What follows belongs to an exercise in optimizing a design on an open flow for small area, a short achievable clock period and few clock cycles per item; a production flow would make more cautious choices. The RTL was checked by simulation tests, not by an equivalence proof against the original design. No activity file was given, so power comes from the tool's default toggle rates.

## flow/design.v (module list and top-level ports; edited modules follow where they fit)
// module rabc_front: 2450 lines
// module rabc_fa: 10 lines
// module rabc_queue: 26 lines
// module rabc_back: 135 lines
// module rabc_side: 22 lines
// module rabc_csa: 11 lines
// module row_activity_bound_checker: 107 lines
module row_activity_bound_checker (
   input  logic        clock,
   input  logic        reset,
   input  logic        req_valid,
   output logic        req_ready,
   input  logic [31:0] req_coefficient,
   input  logic [31:0] req_var_low,
   input  logic        req_var_low_infinite,
   input  logic [31:0] req_var_high,
   input  logic        req_var_high_infinite,
   input  logic [31:0] req_row_low,
   input  logic        req_row_low_infinite,
   input  logic [31:0] req_row_high,
   input  logic        req_row_high_infinite,
   input  logic        req_last_term,
   output logic        rsp_valid,
   input  logic        rsp_ready,
   output logic [63:0] rsp_least_activity,
   output logic        rsp_min_unbounded,
   output logic [63:0] rsp_greatest_activity,
   output logic        rsp_max_unbounded,
   output logic [1:0]  rsp_verdict,
   input  logic        csr_write_en,
   input  logic [15:0] csr_write_data
);
  // ...
==> flow/run.sh <==
#!/bin/bash
# synth_recipe.tcl (not shown) runs the flow's synth.tcl, then flattens the netlist and writes it again
# the make line also repeats each setting of config.mk as NAME=value (left out here)
make -C /OpenROAD-flow-scripts/flow DESIGN_CONFIG=/design/flow/config.mk WORK_HOME=/design/flow/orfs CLKGATE_MAP_FILE= SYNTH_SCRIPT=/design/flow/synth_recipe.tcl finish
==> flow/config.mk <==
export PLATFORM = sky130hd
export DESIGN_NAME = row_activity_bound_checker
export DESIGN_NICKNAME = row_activity_bound_checker
export VERILOG_FILES = /design/flow/design.v
export SDC_FILE = /design/flow/constraint.sdc
export NUM_CORES = 4
export LEC_CHECK = 0
export CAP_MARGIN = 20
export CORE_MARGIN = 2
export CORE_UTILIZATION = 40
export SETUP_SLACK_MARGIN = 5
export SLEW_MARGIN = 20
export SYNTH_HIERARCHICAL = 1
export TNS_END_PERCENT = 100
==> flow/constraint.sdc <==
create_clock -name core_clock -period 10.0 [get_ports {clock}]
set_input_delay 2.0000 -clock core_clock [delete_from_list [all_inputs] [get_ports {clock}]]
set_output_delay 2.0000 -clock core_clock [all_outputs]
set_load 0.01 [all_outputs]
==> summary.md, run 1 <==
| Metric | Value |
|---|---|
| Crit start category | `register` |
| Power Dens Cells | `300 mW/mm2` |
| Status | `timing/DRC/antenna clean` |
| Top sig layer | `met5` |
| Seq power | `6.41 mW` |
| DRT iter0 DRCs | `9,701` |
| R2R Setup Slk | `4890 ps` |
| Initial Util | `0.402` |
| Post-synthesis cell area | `0.0934 mm2` |
| Final Cycle Share | `0.511` |
| First-pass GRT wire length | `roughly 530,000 um` |
| CP peak stage delay | `between 500 and 600 ps` |
| WHS | `420 ps` |
| Later-pin clock latency in the skew report | `810 ps` |
| Fin util | `0.453` |
| Vias/cell | `~6.3` |
| Initial antenna violation count | `33` |
| Simple-gate share of the synthesized area | `0.0697` |
| Total power | `31.6 mW` |
| Mux cell area share after synthesis | `0.0104` |
| CTS Buf Count | `97` |
| Worst endpoint data arrival time | `5640 ps` |
| Yosys Warn Count | `21` |
| Post-Place Cell Area | `0.0991 mm2` |
| Worst Slack Setup Final | `4890 ps` |
| Hold Buf Count CTS | `0` |
| Slew margin rel. | `0.175` |
| Worst Hold End | `u_front.t_last` |
| Pre-CTS setup slack | `around 3300 ps` |
| DRT Pass-1 Iters | `9` |
| Tapcell Cnt | `3,043` |
| GR Util met1 | `0.440` |
| Clkbuf count | `111` |
| Mapped Avg Cell Area | `roughly 11 um2` |
| Leak | `40.8 nW` |
| Final net count | `10,314` |
| Fraction of layout cells with a size suffix above 1 | `0.0977` |
| Post-synthesis sequential area ratio | `0.261` |
| Commonest non-fill, non-tap cell in the layout | `fa_1` |
| CTS resizes | `around 230` |
| Layout area overhead | `12.6%` |
| Worst Path Class, Setup | `reg2reg` |
| Vias | `71,808` |
Testbench counts, summed over its fixed seeds: cycles 24,070, terms 24,046.
==> module rabc_back, before the edit <==
module rabc_back (
   input  logic               clock,
   input  logic               reset,
   input  logic               t_valid,
   input  logic               t_fold,
   input  logic               t_min_go,
   input  logic               t_max_go,
   input  logic               t_min_unb,
   input  logic               t_max_unb,
   input  logic [65:0]        t_min_s,
   input  logic [65:0]        t_min_c,
   input  logic [65:0]        t_max_s,
   input  logic [65:0]        t_max_c,
   input  logic signed [32:0] t_hi_eps,
   input  logic signed [32:0] t_lo_eps,
   input  logic               t_row_low_inf,
   input  logic               t_row_high_inf,
   input  logic               t_row_cross,
   input  logic               t_last,
   output logic               hold,           
   output logic               hold_next,      
   output logic               rsp_valid,
   input  logic               rsp_ready,
   output logic [63:0]        rsp_least_activity,
   output logic               rsp_min_unbounded,
   output logic [63:0]        rsp_greatest_activity,
   output logic               rsp_max_unbounded,
   output logic [1:0]         rsp_verdict
);
   logic [65:0] acc_min, acc_max;
   logic        acc_min_unb, acc_max_unb;
   logic [1:0]  acc_verdict;
   logic        acc_done;       
   logic        use_acc;        
   logic [65:0] rsp_min_ff, rsp_max_ff;
   logic        rsp_min_unb_ff, rsp_max_unb_ff, rsp_valid_ff;
   logic [1:0]  rsp_verdict_ff;
   logic        fold, close, rsp_free, load;
   assign hold     = acc_done;
   assign fold     = t_fold;      
   assign close    = fold && t_last;
   assign rsp_free = !rsp_valid_ff || rsp_ready;
   assign load     = (acc_done || close) && rsp_free;
   logic [65:0] hi_not, lo_not;
   assign hi_not = ~{{17{t_hi_eps[32]}}, t_hi_eps, 16'd0};
   assign lo_not = ~{{17{t_lo_eps[32]}}, t_lo_eps, 16'd0};
   function automatic logic [63:0] saturate(input logic [65:0] r);
      if (!r[65] && (r[64] || r[63])) begin
         saturate = {1'b0, {63{1'b1}}};
      end else if (r[65] && !(r[64] && r[63])) begin
         saturate = {1'b1, 63'd0};
      end else begin
         saturate = r[63:0];
      end
   endfunction
   logic [63:0] base_min, base_max;
   logic        min_add, max_add;
   assign base_min = use_acc ? saturate(acc_min) : 64'd0;
   assign base_max = use_acc ? saturate(acc_max) : 64'd0;
   assign min_add  = t_min_go;
   assign max_add  = t_max_go;
   logic [65:0] min_r, max_r;
   logic        min_gt_hi, min_ge_lo, max_gt_hi, max_ge_lo;
   rabc_side u_min (
      .base   (base_min),
      .s      (min_add ? t_min_s : 66'd0),
      .c      (min_add ? t_min_c : 66'd0),
      .hi_not (hi_not),
      .lo_not (lo_not),
      .r      (min_r),
      .gt_hi  (min_gt_hi),
      .ge_lo  (min_ge_lo)
   );
   rabc_side u_max (
      .base   (base_max),
      .s      (max_add ? t_max_s : 66'd0),
      .c      (max_add ? t_max_c : 66'd0),
      .hi_not (hi_not),
      .lo_not (lo_not),
      .r      (max_r),
      .gt_hi  (max_gt_hi),
      .ge_lo  (max_ge_lo)
   );
   logic        min_unb, max_unb;
   logic        infeasible, lower_ok, upper_ok;
   logic [1:0]  verdict;
   always_comb begin
      min_unb = (use_acc && acc_min_unb) || t_min_unb;
      max_unb = (use_acc && acc_max_unb) || t_max_unb;
      infeasible = t_row_cross
                   || (!min_unb && !t_row_high_inf && min_gt_hi)
                   || (!max_unb && !t_row_low_inf && !max_ge_lo);
      lower_ok = t_row_low_inf || (!min_unb && min_ge_lo);
      upper_ok = t_row_high_inf || (!max_unb && !max_gt_hi);
      if (infeasible) begin
         verdict = rabc_pkg::VERDICT_INFEASIBLE;
      end else if (lower_ok && upper_ok) begin
         verdict = rabc_pkg::VERDICT_REDUNDANT;
      end else begin
         verdict = rabc_pkg::VERDICT_KEEP;
      end
   end
   always_ff @(posedge clock) begin
      if (reset) begin
         acc_done     <= 1'b0;
         use_acc      <= 1'b0;
         rsp_valid_ff <= 1'b0;
      end else begin
         acc_done     <= acc_done ? !rsp_free : (close && !rsp_free);
         use_acc      <= acc_done ? !rsp_free : fold ? (!t_last || !rsp_free) : use_acc;
         rsp_valid_ff <= load || (rsp_valid_ff && !rsp_ready);
      end
      if (fold) begin
         acc_min     <= min_r;
         acc_max     <= max_r;
         acc_min_unb <= min_unb;
         acc_max_unb <= max_unb;
         acc_verdict <= verdict;
      end
      if (load) begin
         rsp_min_ff     <= min_r;
         rsp_max_ff     <= max_r;
         rsp_min_unb_ff <= min_unb;
         rsp_max_unb_ff <= max_unb;
         rsp_verdict_ff <= acc_done ? acc_verdict : verdict;
      end
   end
   assign hold_next = reset ? 1'b0 : (acc_done ? !rsp_free : (close && !rsp_free));
   assign rsp_valid             = rsp_valid_ff;
   assign rsp_least_activity    = rsp_min_unb_ff ? 64'd0 : saturate(rsp_min_ff);
   assign rsp_min_unbounded     = rsp_min_unb_ff;
   assign rsp_greatest_activity = rsp_max_unb_ff ? 64'd0 : saturate(rsp_max_ff);
   assign rsp_max_unbounded     = rsp_max_unb_ff;
   assign rsp_verdict           = rsp_verdict_ff;
endmodule
==> module rabc_side, before the edit <==
module rabc_side (
   input  logic [63:0] base,
   input  logic [65:0] s,
   input  logic [65:0] c,
   input  logic [65:0] hi_not,
   input  logic [65:0] lo_not,
   output logic [65:0] r,
   output logic        gt_hi,
   output logic        ge_lo
);
   logic [65:0] b66, x, y, xh, yh, xl, yl;
   logic [65:0] dh, dl;
   assign b66 = {{2{base[63]}}, base};
   rabc_csa u_csa (.a(b66), .b(s), .c(c), .s(x), .co(y));
   assign r = x + {y[64:0], 1'b0};
   rabc_csa u_hi (.a(x), .b({y[64:0], 1'b0}), .c(hi_not), .s(xh), .co(yh));
   rabc_csa u_lo (.a(x), .b({y[64:0], 1'b0}), .c(lo_not), .s(xl), .co(yl));
   assign dh = xh + {yh[64:0], 1'b0};
   assign dl = xl + {yl[64:0], 1'b1};
   assign gt_hi = !dh[65];
   assign ge_lo = !dl[65];
endmodule
==> module rabc_csa, before the edit <==
module rabc_csa (
   input  logic [65:0] a,
   input  logic [65:0] b,
   input  logic [65:0] c,
   output logic [65:0] s,
   output logic [65:0] co
);
   for (genvar i = 0; i < 66; i++) begin : g_bit
      rabc_fa u_fa (.a(a[i]), .b(b[i]), .c(c[i]), .s(s[i]), .co(co[i]));
   end
endmodule
==> run 2, diff against run 1 <==
--- a/flow/design.v
+++ b/flow/design.v
@@ -2523,2 +2523,3 @@
    logic [1:0]  acc_verdict;
+   logic        min_setp, min_setn, min_keep, max_setp, max_setn, max_keep;
    logic        acc_done;       
@@ -2527,3 +2528,6 @@
    logic        rsp_min_unb_ff, rsp_max_unb_ff, rsp_valid_ff;
-   logic [1:0]  rsp_verdict_ff;
+   logic [1:0]  rsp_verdict_fold, rsp_verdict_wait;
+   logic        rsp_verdict_sel;
+   logic        rsp_min_setp, rsp_min_setn, rsp_min_keep;
+   logic        rsp_max_setp, rsp_max_setn, rsp_max_keep;
    logic        fold, close, rsp_free, load;
@@ -2534,13 +2538,15 @@
    assign load     = (acc_done || close) && rsp_free;
-   logic [65:0] hi_not, lo_not;
-   assign hi_not = ~{{17{t_hi_eps[32]}}, t_hi_eps, 16'd0};
-   assign lo_not = ~{{17{t_lo_eps[32]}}, t_lo_eps, 16'd0};
-   function automatic logic [63:0] saturate(input logic [65:0] r);
-      if (!r[65] && (r[64] || r[63])) begin
-         saturate = {1'b0, {63{1'b1}}};
-      end else if (r[65] && !(r[64] && r[63])) begin
-         saturate = {1'b1, 63'd0};
-      end else begin
-         saturate = r[63:0];
-      end
+   logic [49:0] hi_not, lo_not;
+   assign hi_not = ~{{17{t_hi_eps[32]}}, t_hi_eps};
+   assign lo_not = ~{{17{t_lo_eps[32]}}, t_lo_eps};
+   function automatic logic over_high(input logic [65:0] r);
+      over_high = !r[65] && (r[64] || r[63]);
+   endfunction
+   function automatic logic over_low(input logic [65:0] r);
+      over_low = r[65] && !(r[64] && r[63]);
+   endfunction
+   function automatic logic [63:0] read_sum(input logic [65:0] r, input logic setp,
+                                            input logic setn, input logic keep);
+      read_sum[62:0] = {63{setp}} | ({63{keep}} & r[62:0]);
+      read_sum[63]   = setn | (keep && r[63]);
    endfunction
@@ -2548,4 +2554,4 @@
    logic        min_add, max_add;
-   assign base_min = use_acc ? saturate(acc_min) : 64'd0;
-   assign base_max = use_acc ? saturate(acc_max) : 64'd0;
+   assign base_min = read_sum(acc_min, min_setp, min_setn, min_keep);
+   assign base_max = read_sum(acc_max, max_setp, max_setn, max_keep);
    assign min_add  = t_min_go;
@@ -2593,2 +2599,4 @@
    end
+   logic use_acc_next;
+   assign use_acc_next = acc_done ? !rsp_free : fold ? (!t_last || !rsp_free) : use_acc;
    always_ff @(posedge clock) begin
@@ -2598,12 +2606,24 @@
          rsp_valid_ff <= 1'b0;
+         min_setp     <= 1'b0;
+         min_setn     <= 1'b0;
+         min_keep     <= 1'b0;
+         max_setp     <= 1'b0;
+         max_setn     <= 1'b0;
+         max_keep     <= 1'b0;
       end else begin
          acc_done     <= acc_done ? !rsp_free : (close && !rsp_free);
-         use_acc      <= acc_done ? !rsp_free : fold ? (!t_last || !rsp_free) : use_acc;
+         use_acc      <= use_acc_next;
          rsp_valid_ff <= load || (rsp_valid_ff && !rsp_ready);
+         min_setp     <= use_acc_next && over_high(min_r);
+         min_setn     <= use_acc_next && over_low(min_r);
+         min_keep     <= use_acc_next && !over_high(min_r) && !over_low(min_r);
+         max_setp     <= use_acc_next && over_high(max_r);
+         max_setn     <= use_acc_next && over_low(max_r);
+         max_keep     <= use_acc_next && !over_high(max_r) && !over_low(max_r);
       end
+      acc_min     <= min_r;
+      acc_max     <= max_r;
+      acc_min_unb <= min_unb;
+      acc_max_unb <= max_unb;
       if (fold) begin
-         acc_min     <= min_r;
-         acc_max     <= max_r;
-         acc_min_unb <= min_unb;
-         acc_max_unb <= max_unb;
          acc_verdict <= verdict;
@@ -2611,7 +2631,19 @@
       if (load) begin
-         rsp_min_ff     <= min_r;
-         rsp_max_ff     <= max_r;
-         rsp_min_unb_ff <= min_unb;
-         rsp_max_unb_ff <= max_unb;
-         rsp_verdict_ff <= acc_done ? acc_verdict : verdict;
+         rsp_min_ff      <= min_r;
+         rsp_max_ff      <= max_r;
+         rsp_min_unb_ff  <= min_unb;
+         rsp_max_unb_ff  <= max_unb;
+         rsp_min_setp    <= !min_unb && over_high(min_r);
+         rsp_min_setn    <= !min_unb && over_low(min_r);
+         rsp_min_keep    <= !min_unb && !over_high(min_r) && !over_low(min_r);
+         rsp_max_setp    <= !max_unb && over_high(max_r);
+         rsp_max_setn    <= !max_unb && over_low(max_r);
+         rsp_max_keep    <= !max_unb && !over_high(max_r) && !over_low(max_r);
+         rsp_verdict_sel <= acc_done;
+      end
+      if (load && !acc_done) begin
+         rsp_verdict_fold <= verdict;
+      end
+      if (load && acc_done) begin
+         rsp_verdict_wait <= acc_verdict;
       end
@@ -2620,7 +2652,7 @@
    assign rsp_valid             = rsp_valid_ff;
-   assign rsp_least_activity    = rsp_min_unb_ff ? 64'd0 : saturate(rsp_min_ff);
+   assign rsp_least_activity    = read_sum(rsp_min_ff, rsp_min_setp, rsp_min_setn, rsp_min_keep);
    assign rsp_min_unbounded     = rsp_min_unb_ff;
-   assign rsp_greatest_activity = rsp_max_unb_ff ? 64'd0 : saturate(rsp_max_ff);
+   assign rsp_greatest_activity = read_sum(rsp_max_ff, rsp_max_setp, rsp_max_setn, rsp_max_keep);
    assign rsp_max_unbounded     = rsp_max_unb_ff;
-   assign rsp_verdict           = rsp_verdict_ff;
+   assign rsp_verdict           = rsp_verdict_sel ? rsp_verdict_wait : rsp_verdict_fold;
 endmodule
@@ -2630,4 +2662,4 @@
    input  logic [65:0] c,
-   input  logic [65:0] hi_not,
-   input  logic [65:0] lo_not,
+   input  logic [49:0] hi_not,       
+   input  logic [49:0] lo_not,       
    output logic [65:0] r,
@@ -2636,11 +2668,16 @@
 );
-   logic [65:0] b66, x, y, xh, yh, xl, yl;
+   logic [65:0] b66, x, y, z;
+   logic [49:0] xh, yh, xl, yl;
+   logic [15:0] low_s, low_c;
    logic [65:0] dh, dl;
    assign b66 = {{2{base[63]}}, base};
-   rabc_csa u_csa (.a(b66), .b(s), .c(c), .s(x), .co(y));
-   assign r = x + {y[64:0], 1'b0};
-   rabc_csa u_hi (.a(x), .b({y[64:0], 1'b0}), .c(hi_not), .s(xh), .co(yh));
-   rabc_csa u_lo (.a(x), .b({y[64:0], 1'b0}), .c(lo_not), .s(xl), .co(yl));
-   assign dh = xh + {yh[64:0], 1'b0};
-   assign dl = xl + {yl[64:0], 1'b1};
+   rabc_csa #(.W(66)) u_csa (.a(b66), .b(s), .c(c), .s(x), .co(y));
+   assign z = {y[64:0], 1'b0};
+   assign r = x + z;
+   assign low_s = ~(x[15:0] ^ z[15:0]);
+   assign low_c = x[15:0] | z[15:0];
+   rabc_csa #(.W(50)) u_hi (.a(x[65:16]), .b(z[65:16]), .c(hi_not), .s(xh), .co(yh));
+   rabc_csa #(.W(50)) u_lo (.a(x[65:16]), .b(z[65:16]), .c(lo_not), .s(xl), .co(yl));
+   assign dh = {xh, low_s} + {yh[48:0], low_c, 1'b0};
+   assign dl = {xl, low_s} + {yl[48:0], low_c, 1'b1};
    assign gt_hi = !dh[65];
@@ -2648,10 +2685,12 @@
 endmodule
-module rabc_csa (
-   input  logic [65:0] a,
-   input  logic [65:0] b,
-   input  logic [65:0] c,
-   output logic [65:0] s,
-   output logic [65:0] co
+module rabc_csa #(
+   parameter int W = 66
+) (
+   input  logic [W-1:0] a,
+   input  logic [W-1:0] b,
+   input  logic [W-1:0] c,
+   output logic [W-1:0] s,
+   output logic [W-1:0] co
 );
-   for (genvar i = 0; i < 66; i++) begin : g_bit
+   for (genvar i = 0; i < W; i++) begin : g_bit
       rabc_fa u_fa (.a(a[i]), .b(b[i]), .c(c[i]), .s(s[i]), .co(co[i]));
==> summary.md, run 2 <==
| Metric | Value |
|---|---|
| Worst path top cell family by delay | `adder cells` |
| Final Non-Filler Cells | `11,122` |
| DRC violations left | `0` |
| Setup total negative slack | `0 ps` |
| Status | `timing/DRC/antenna clean` |
| Final slew viol count | `0` |
| Largest cells by area after synthesis | `fa_1 (27%), edfxtp_1 (22%), xnor2_1 (11%), a22oi_1 (8.2%), ha_1 (7.8%)` |
| Die Area | `between 0.2 and 0.25 mm2` |
| Die Ht | `between 400 and 500 um` |
| Hold Buf Count CTS | `0 (unchanged)` |
| Leak | `41.2 nW (+1.1%)` |
| Most frequent cells after synthesis | `fa_1 (1,214), xnor2_1 (1,150), a22oi_1 (992)` |
| Pre-CTS setup slack | `3740 ps (+416 ps)` |
| Post-synth top area share | `0.268` |
| Reg2reg end | `u_front.t_min_c[38]` |
| Hold Crit Start | `u_back.acc_verdict[1]` |
| First-pass GRT wire length | `503,000 um (-5.2%)` |
| Vias | `69,219 (-3.6%)` |
| Fin util | `0.452 (-0.000668)` |
| CTS tree | `done` |
| Power Dens Cells | `304 mW/mm2 (+1.1%)` |
| Worst Path Class, Setup | `reg2reg` |
| RD Place Congestion | `0.984` |
| Synthesized netlist cell count | `around 8,100` |
| Root Buffer | `clkbuf_16` |
| Max IR drop VDD | `about 0.00090 V` |
| Mapped Avg Cell Area | `11.2 um2 (-1.1%)` |
| CP peak stage delay | `850 ps (+320 ps)` |
| Seq. cell area | `~0.023 mm2` |
| Slew margin rel. | `0.239 (+0.0641)` |
| Worst Hold End | `u_back.rsp_verdict_wait[1]` |
| Setup violations, final | `0` |
| Final net count | `10,000 (-3.0%)` |
| I/O pin cnt | `320` |
| Top_reg_cell synth | `edfxtp_1` |
| Commonest non-fill, non-tap cell in the layout | `fa_1` |
| Unique masters post-synth | `83` |
| Post-Place Cell Area | `0.0963 mm2 (-2.8%)` |
| RR Startpoint | `u_front.s1_coef[17]` |
| Worst endpoint required time | `10,550 ps` |
| Reg2reg path depth | `8` |
| H-tree Lvls | `3` |
| Worst-margin pin slew | `~1100 ps` |
| Post-DRT Antenna Nets | `0` |
| Worst Slack Setup Final | `4970 ps (+79.5 ps)` |
| Vias in the first global route | `about 71,000` |
| Largest net degree at the start of global routing | `156` |
| Crit-path most repeated cell | `fa_1` |
| DRT Pass-1 Iters | `9 (unchanged)` |
| Crit start category | `register` |
| Crit-path cells | `buf_4 -> buf_4 -> xnor2_1 -> fa_1 -> fa_1 -> fa_1 -> fa_1 -> fa_1` |
| Avg WL per Cell | `31.8 um` |
| Num rows | `174` |
| Later-pin clock latency in the skew report | `810 ps (about the same)` |
| R2R Setup Slk | `4970 ps (+80 ps)` |
| Cell taking the most area after synthesis | `fa_1` |
| Final Cycle Share | `0.503 (-0.00795)` |
| Max-cap violations | `0` |
| CTS Buf Count | `100 (+3.1%)` |
| Design area | `0.102 mm2` |
| Post-synth EDFFs | `approximately 660` |
| Initial Util | `0.403 (+0.000910)` |
| Final Hold Fails | `0` |
| Initial antenna violation count | `32 (-3.0%)` |
| IO buf count | `approximately 320` |
| Fraction of layout cells with a size suffix above 1 | `0.0827 (-0.0150)` |
| Post-synthesis sequential area ratio | `0.256 (-0.00495)` |
| Total grt overflow | `0` |
| Fill cells | `20,772` |
| Most numerous cell in the Yosys netlist | `fa_1` |
| GRT Resource Usage Total | `0.299` |
| Core area | `approximately 0.23 mm2` |
| Hold Crit Depth | `0` |
| Yosys Warn Count | `21 (unchanged)` |
| Most frequent cells in the layout | `fa_1 (1,189), xnor2_1 (1,146), a22oi_1 (992)` |
| RSZ-0062 raised after global routing | `true` |
| CTS clk-pin slew, worst paths | `60 ps` |
| Vias/cell | `6.22 (-1.0%)` |
| Clock sinks | `827` |
| FF+latch count, synth | `between 800 and 900` |
| Detailed Place HPWL | `242,000 um` |
| Inst Count DP | `10,867` |
| CP bufs+invs | `2` |
| Worst endpoint data arrival time | `5570 ps (-70 ps)` |
| Layout area overhead | `12.2%` |
| Async S/R FF share, synth | `0` |
| Final WL | `354,000 um` |
| CP max-delay cell | `buf_4` |
| Min Tclk post-route | `5030 ps` |
| Achievable frequency | `0.199 GHz` |
| DRT iter0 DRCs | `9,037 (-6.8%)` |
| Hold WC Path Type | `reg2reg` |
| Clk buf depth | `3` |
| Fin Clk Skew | `59.1 ps` |
| Footprint of the multi-input gates | `0.0644 mm2` |
| Max FO, Critical Path | `between 40 and 50` |
| Post-synthesis cell area | `0.0907 mm2 (-2.9%)` |
| Crit. End Element | `register` |
| DIE WIDTH | `roughly 480 um` |
==> run 2: stage by stage <==
step                total power [mW]  hold WS [ps]
floorplan                       16.4           400
finish                          30.9           428
CTS                             29.5           427
global placement                25.2           417
global route                    32.3           446
detailed placement              25.6           415
==> run 2: repair_timing <==
| action | in CTS | in global routing |
|---|---|---|
| setup buffers | 19 | 28 |
| gates resized for setup | 101 | 201 |
| setup endpoints to repair | 197 | 93 |
| pin swaps | 13 | 36 |
| gates cloned | 6 | 6 |
==> run 2: power breakdown <==
group          leakage (nW)  switching (mW)  internal, mW
logic                  31.4            12.3          8.18
registers              8.21           0.625          5.92
clock network          1.65            1.70          2.11
total                  41.2            14.7          16.2
==> run 2: metal layers <==
layer	wire, um	global-route usage	vias up
li1	-	-	28285
met1	148000	0.417	35148
met5	57	0	-
met2	144000	0.420	4817
met3	45100	0.101	959
met4	16100	0.127	10
==> run 2: cell families (layout without fill, tap and decap cells) <==
family / Yosys count / count (layout) / share of synthesized area
AOI/OAI and AO/OA: 2044 / 2044 / 0.159
adders and majority gates: 1779 / 1779 / 0.346
xor gates and xnor gates: 1297 / 1297 / 0.125
buffers and inverters: 1028 / 1073 / 0.0438
and+or+nand+nor: 1009 / 1009 / 0.0599
DFF: 827 / 827 / 0.256
muxes: 85 / 85 / 0.0103
other: 2 / 16 / 0.0000828
==> run 2: Yosys stat by module, one instance, submodules excluded, excerpt <==
| module | area, um2 | flip-flops and latches |
|---|---|---|
| rabc_queue | 616 | 17 |
| rabc_back | 11500 | 282 |
| rabc_fa | 20.0 | 0 |
| rabc_side | 6420 | 0 |
| rabc_front | 41500 | 528 |
==> run 2: layout make-up <==
cell class,instances,area share
multi-input combinational,6224,0.633
sequential,827,0.228
timing repair buffer,552,0.0560
tap,2992,0.0368
clock buffer,128,0.0273
inverter,332,0.0123
clock inverter,61,0.00606
antenna,6,0.000148
==> run 2: how the worst max path moves through the flow <==
| stage | startpoint | to | slack, ps | cells past startpoint |
|---|---|---|---|---|
| final | u_front.s1_coef[17] | u_front.t_min_c[38] | 4970 | 8 |
| after global placement | u_front.t_max_go | u_back.acc_verdict[0] | 3770 | 20 |
| after floorplan | u_back.acc_done | u_front.s1_b_max[0] | 1270 | 2 |
| after CTS | u_back.min_keep | u_back.rsp_min_keep | 5000 | 17 |
| after global routing | u_front.t_min_go | u_back.rsp_min_keep | 4900 | 17 |
| after detailed placement | u_front.t_max_go | u_back.acc_verdict[0] | 3740 | 20 |
Testbench counts of run 2, summed over its fixed seeds: cycles 24,070, terms 24,046.
==> run 3, diff against run 2 <==
==> flow/flow/run.sh (new file) <==
#!/bin/bash
set -euo pipefail
MARGIN=${RABC_SETUP_MARGIN:-6.3}
if grep -q 'SETUP_SLACK_MARGIN=' standard.sh; then
   sed -e "s/SETUP_SLACK_MARGIN=[^ ]*/SETUP_SLACK_MARGIN=${MARGIN}/" standard.sh > standard_margin.sh
else
   sed -e "s/ \"\${@:-finish}\"/ SETUP_SLACK_MARGIN=${MARGIN} \"\${@:-finish}\"/" standard.sh > standard_margin.sh
fi
bash standard_margin.sh > flow_make.log 2>&1
==> flow/standard.sh (new file) <==
#!/bin/bash
# synth_recipe.tcl (not shown) runs the flow's synth.tcl, then flattens the netlist and writes it again
# the make line also repeats each setting of config.mk as NAME=value (left out here)
make -C /OpenROAD-flow-scripts/flow DESIGN_CONFIG=/design/flow/config.mk WORK_HOME=/design/flow/orfs CLKGATE_MAP_FILE= SYNTH_SCRIPT=/design/flow/synth_recipe.tcl "${@:-finish}"
removed: flow/run.sh
==> summary.md, run 3 <==
| Metric | Value |
|---|---|
| Status | `timing/DRC/antenna clean` |
| Footprint of the multi-input gates | `0.0708 mm2 (+10%)` |
| Post-Place Cell Area | `0.0967 mm2 (+0.43%)` |
| Synthesized netlist cell count | `8,071 (unchanged)` |
| Max-cap violations | `0 (unchanged)` |
| Total power | `35.5 mW (+15%)` |
| Initial Util | `0.403 (unchanged)` |
| Fill cells | `18,977 (-8.6%)` |
| Slew margin rel. | `0.293 (+0.0541)` |
| FF+latch count, synth | `827 (unchanged)` |
| Fraction of layout cells with a size suffix above 1 | `0.300 (+0.217)` |
| Setup total negative slack | `0 ps (unchanged)` |
| Worst Setup SP | `u_front.t_max_go` |
| Hold Crit Start | `u_front.s1_last` |
| Final net count | `10,645 (+6.5%)` |
| Power Dens Cells | `301 mW/mm2 (-0.89%)` |
| Cell taking the most area after synthesis | `fa_1` |
| Vias in the first global route | `76,611 (+7.5%)` |
| Total grt overflow | `0 (unchanged)` |
| Worst endpoint data arrival time | `5590 ps (+20 ps)` |
| Final slew viol count | `0 (unchanged)` |
| Mapped Avg Cell Area | `11.2 um2 (unchanged)` |
| Reg2reg path depth | `19 (+11)` |
| Core area | `0.225 mm2 (unchanged)` |
| Die Area | `0.231 mm2 (unchanged)` |
| Min Tclk post-route | `5070 ps (+39.0 ps)` |
| Hold Crit Depth | `0 (unchanged)` |
| Achievable frequency | `0.197 GHz (-0.77%)` |
| Hold WC Path Type | `reg2reg` |
| Post-synth top area share | `0.268 (unchanged)` |
| Yosys Warn Count | `21 (unchanged)` |
| Final Hold Fails | `0 (unchanged)` |
| Final Non-Filler Cells | `11,768 (+5.8%)` |
| Die Ht | `480 um (unchanged)` |
| Worst Path Class, Setup | `reg2reg` |
| Post-DRT Antenna Nets | `0 (unchanged)` |
| IO buf count | `319 (unchanged)` |
| Worst Slack Setup Final | `4930 ps (-39.0 ps)` |
| Largest net degree at the start of global routing | `149 (-4.5%)` |
| CTS Buf Count | `94 (-6.0%)` |
| Most numerous cell in the Yosys netlist | `fa_1` |
| Num rows | `174 (unchanged)` |
| CTS clk-pin slew, worst paths | `70 ps (about the same)` |
| RSZ-0062 raised after global routing | `true` |
| Seq. cell area | `0.0232 mm2 (about the same)` |
| Clock sinks | `827 (unchanged)` |
| RD Place Congestion | `0.977 (-0.71%)` |
| Design area | `0.118 mm2 (+16%)` |
| Max FO, Critical Path | `8 (-83%)` |
| Fin util | `0.524 (+0.0720)` |
| Commonest non-fill, non-tap cell in the layout | `xnor2_1` |
| I/O pin cnt | `320 (unchanged)` |
| Unique masters post-synth | `83 (unchanged)` |
| WHS | `446 ps (+18.6 ps)` |
| Vias/cell | `6.43 (+3.3%)` |
| H-tree Lvls | `3 (unchanged)` |
| Post-synth EDFFs | `664 (unchanged)` |
| Largest cells by area after synthesis | `fa_1 (27%), edfxtp_1 (22%), xnor2_1 (11%), a22oi_1 (8.2%), ha_1 (7.8%)` |
| Top_reg_cell synth | `edfxtp_1` |
| Root Buffer | `clkbuf_16` |
| Leak | `47.6 nW (+15%)` |
| Crit start category | `register` |
| Later-pin clock latency in the skew report | `810 ps (about the same)` |
| Inst Count DP | `10,868 (+0.0092%)` |
| Worst-margin pin slew | `1060 ps (-81.2 ps)` |
| Pre-CTS setup slack | `3580 ps (-158 ps)` |
| Sw Ratio | `0.471 (-0.00385)` |
| Crit. End Element | `register` |
| DRT Pass-1 Iters | `11 (+2)` |
| Fin Clk Skew | `89.9 ps (+30.8 ps)` |
| GRT Resource Usage Total | `0.345 (+0.0465)` |
| DRT iter0 DRCs | `11,238 (+24%)` |
| Layout area overhead | `30.0%` |
| Worst endpoint required time | `10,530 ps (-20 ps)` |
| Final Cycle Share | `0.507 (+0.00390)` |
| DIE WIDTH | `480 um (unchanged)` |
| Vias | `75,635 (+9.3%)` |
| Max IR drop VDD | `0.000707 V (-21%)` |
| RR Startpoint | `u_front.t_max_go` |
| Clk buf depth | `3 (unchanged)` |
| Internal power | `18.8 mW (+16%)` |
| Final WL | `410,000 um (+16%)` |
| DRC violations left | `0 (unchanged)` |
| Most frequent cells in the layout | `xnor2_1 (1,000), fa_1 (745), a22oi_1 (740)` |
| CTS tree | `done` |
| Post-synthesis sequential area ratio | `0.256 (unchanged)` |
| Async S/R FF share, synth | `0 (unchanged)` |
| Setup violations, final | `0 (unchanged)` |
| Seq pwr share | `0.188 (-0.024)` |
| Clock power share | `0.103 (-0.020)` |
| First-pass GRT wire length | `569,000 um (+13%)` |
| Initial antenna violation count | `53 (+66%)` |
| Avg WL per Cell | `34.8 um (+9.5%)` |
| Detailed Place HPWL | `244,000 um (+1.0%)` |
| Most frequent cells after synthesis | `fa_1 (1,214), xnor2_1 (1,150), a22oi_1 (992)` |
| Gate power share | `0.708 (+0.043)` |
| Post-synthesis cell area | `0.0907 mm2 (unchanged)` |
| Net Sw Power | `16.7 mW (+14%)` |
-- run 3: cell types whose count changed in the layout (fill, tap and decap cells not counted), sizes merged --
cell           delta
buf             +733
bufbuf           +49
bufinv            +3
clkbuf           -12
clkdlybuf4s50   -131
clkinv            +3
clkinvlp          +2
diode             +6
dlygate4sd2       +1
inv               -8
-- run 3: cell type report --
| cell class | instances | area share |
|---|---|---|
| Multi-Input combinational cell | 6224 | 0.601 |
| Clock buffer | 117 | 0.0215 |
| Timing Repair Buffer | 1203 | 0.133 |
| Inverter | 332 | 0.0106 |
| Sequential cell | 827 | 0.197 |
| Clock inverter | 61 | 0.00559 |
| Tap cell | 2992 | 0.0317 |
| Antenna cell | 12 | 0.000255 |
-- run 3: routing by layer --
layer,global-route usage,part of all wire,vias to the layer above
li1,-,-,29680
met1,0.451,0.38,37986
met2,0.475,0.40,6357
met3,0.144,0.14,1594
met4,0.205,0.076,18
met5,0.00497,0.00060,-
-- run 3: timing repair --
action                     4_1_cts  5_1_grt
gates cloned                   120        6
buffers inserted               412      172
resized for setup             2179      617
setup endpoints to repair      608      491
hold buffers                     0        0
pin swaps                      569      491
-- run 3: modules after synthesis, one instance, submodules excluded, excerpt --
module / copies in the design / cells inside
rabc_front: 1 / 4051
rabc_back: 1 / 999
rabc_side: 2 / 878
rabc_queue: 1 / 55
rabc_fa: 1210 / 1
-- run 3: logic make-up (layout without fill, tap and decap cells) --
family,count (synthesis),after routing,share of synthesized area
xor+xnor,1297,1297,0.125
fa+ha+maj,1779,1779,0.346
flops,827,827,0.256
mux,85,85,0.0103
compound gates,2044,2044,0.159
other cells,2,22,0.0000828
simple gates,1009,1009,0.0599
buf+inv,1028,1713,0.0438
-- run 3: power by group through the flow --
stage          registers (mW)  logic [mW]  clock network (mW)
6_report                 6.69        25.1                3.67
5_1_grt                  6.70        25.7                3.86
4_1_cts                  6.61        22.5                3.73
3_5_place_dp             6.70        20.0                   0
3_3_place_gp             6.73        19.6                   0
2_1_floorplan            6.08        10.5                   0
-- run 3: worst paths after layout --
path	end	slack [ps]
hold reg to reg	u_front.t_last	450
setup / recovery	u_back.rsp_verdict_fold[1]	4930
setup reg to reg	u_back.rsp_verdict_fold[1]	4930
hold / removal	u_front.t_last	450
-- run 3: worst max-delay path, stage by stage, from the launching register on --
cell and delay, ps:
dfxtp_4 380, buf_12 170, buf_12 160, buf_16 140, and2_4 160, fa_2 460
fa_1 500, ha_1 320, a21o_1 170, a21oi_2 140, o21ai_2 80, a21oi_2 190
o31ai_4 100, a21o_1 240, a21oi_2 150, o211ai_1 200, xnor2_2 580, a2111oi_4 90
a311o_1 390, buf_4 160

-- what the ideal ports hide --
In the flow no input, the clock included, has a driving cell. The finished layouts below were timed again as built, in two steps.
Step 1 (the two cells are an assumption about what drives the block):
set clk [get_ports {clock}]
set_driving_cell -lib_cell sky130_fd_sc_hd__clkbuf_16 $clk
set_driving_cell -lib_cell sky130_fd_sc_hd__buf_2 [delete_from_list [all_inputs] $clk]
Step 2 adds t to the input delays and takes it off the output delays; t is the mean of the earliest and latest rising clock arrival at the registers after step 1. Input paths then give back, and output paths get back, about the clock's delay inside the block.
Three values: ideal, step 1, step 2; two values: the first two.
| run | t, ns | slack for setup (ns) | clock arrival spread, ns |
|---|---|---|---|
| run 1 | 0.844 | 4.894 / 4.894 / 4.894 | 0.102 / 0.101 |
| run 2 | 0.868 | 4.973 / 4.973 / 4.973 | 0.060 / 0.060 |
| run 3 | 0.849 | 4.934 / 4.934 / 4.934 | 0.090 / 0.090 |
After both steps every run listed still meets setup and hold.
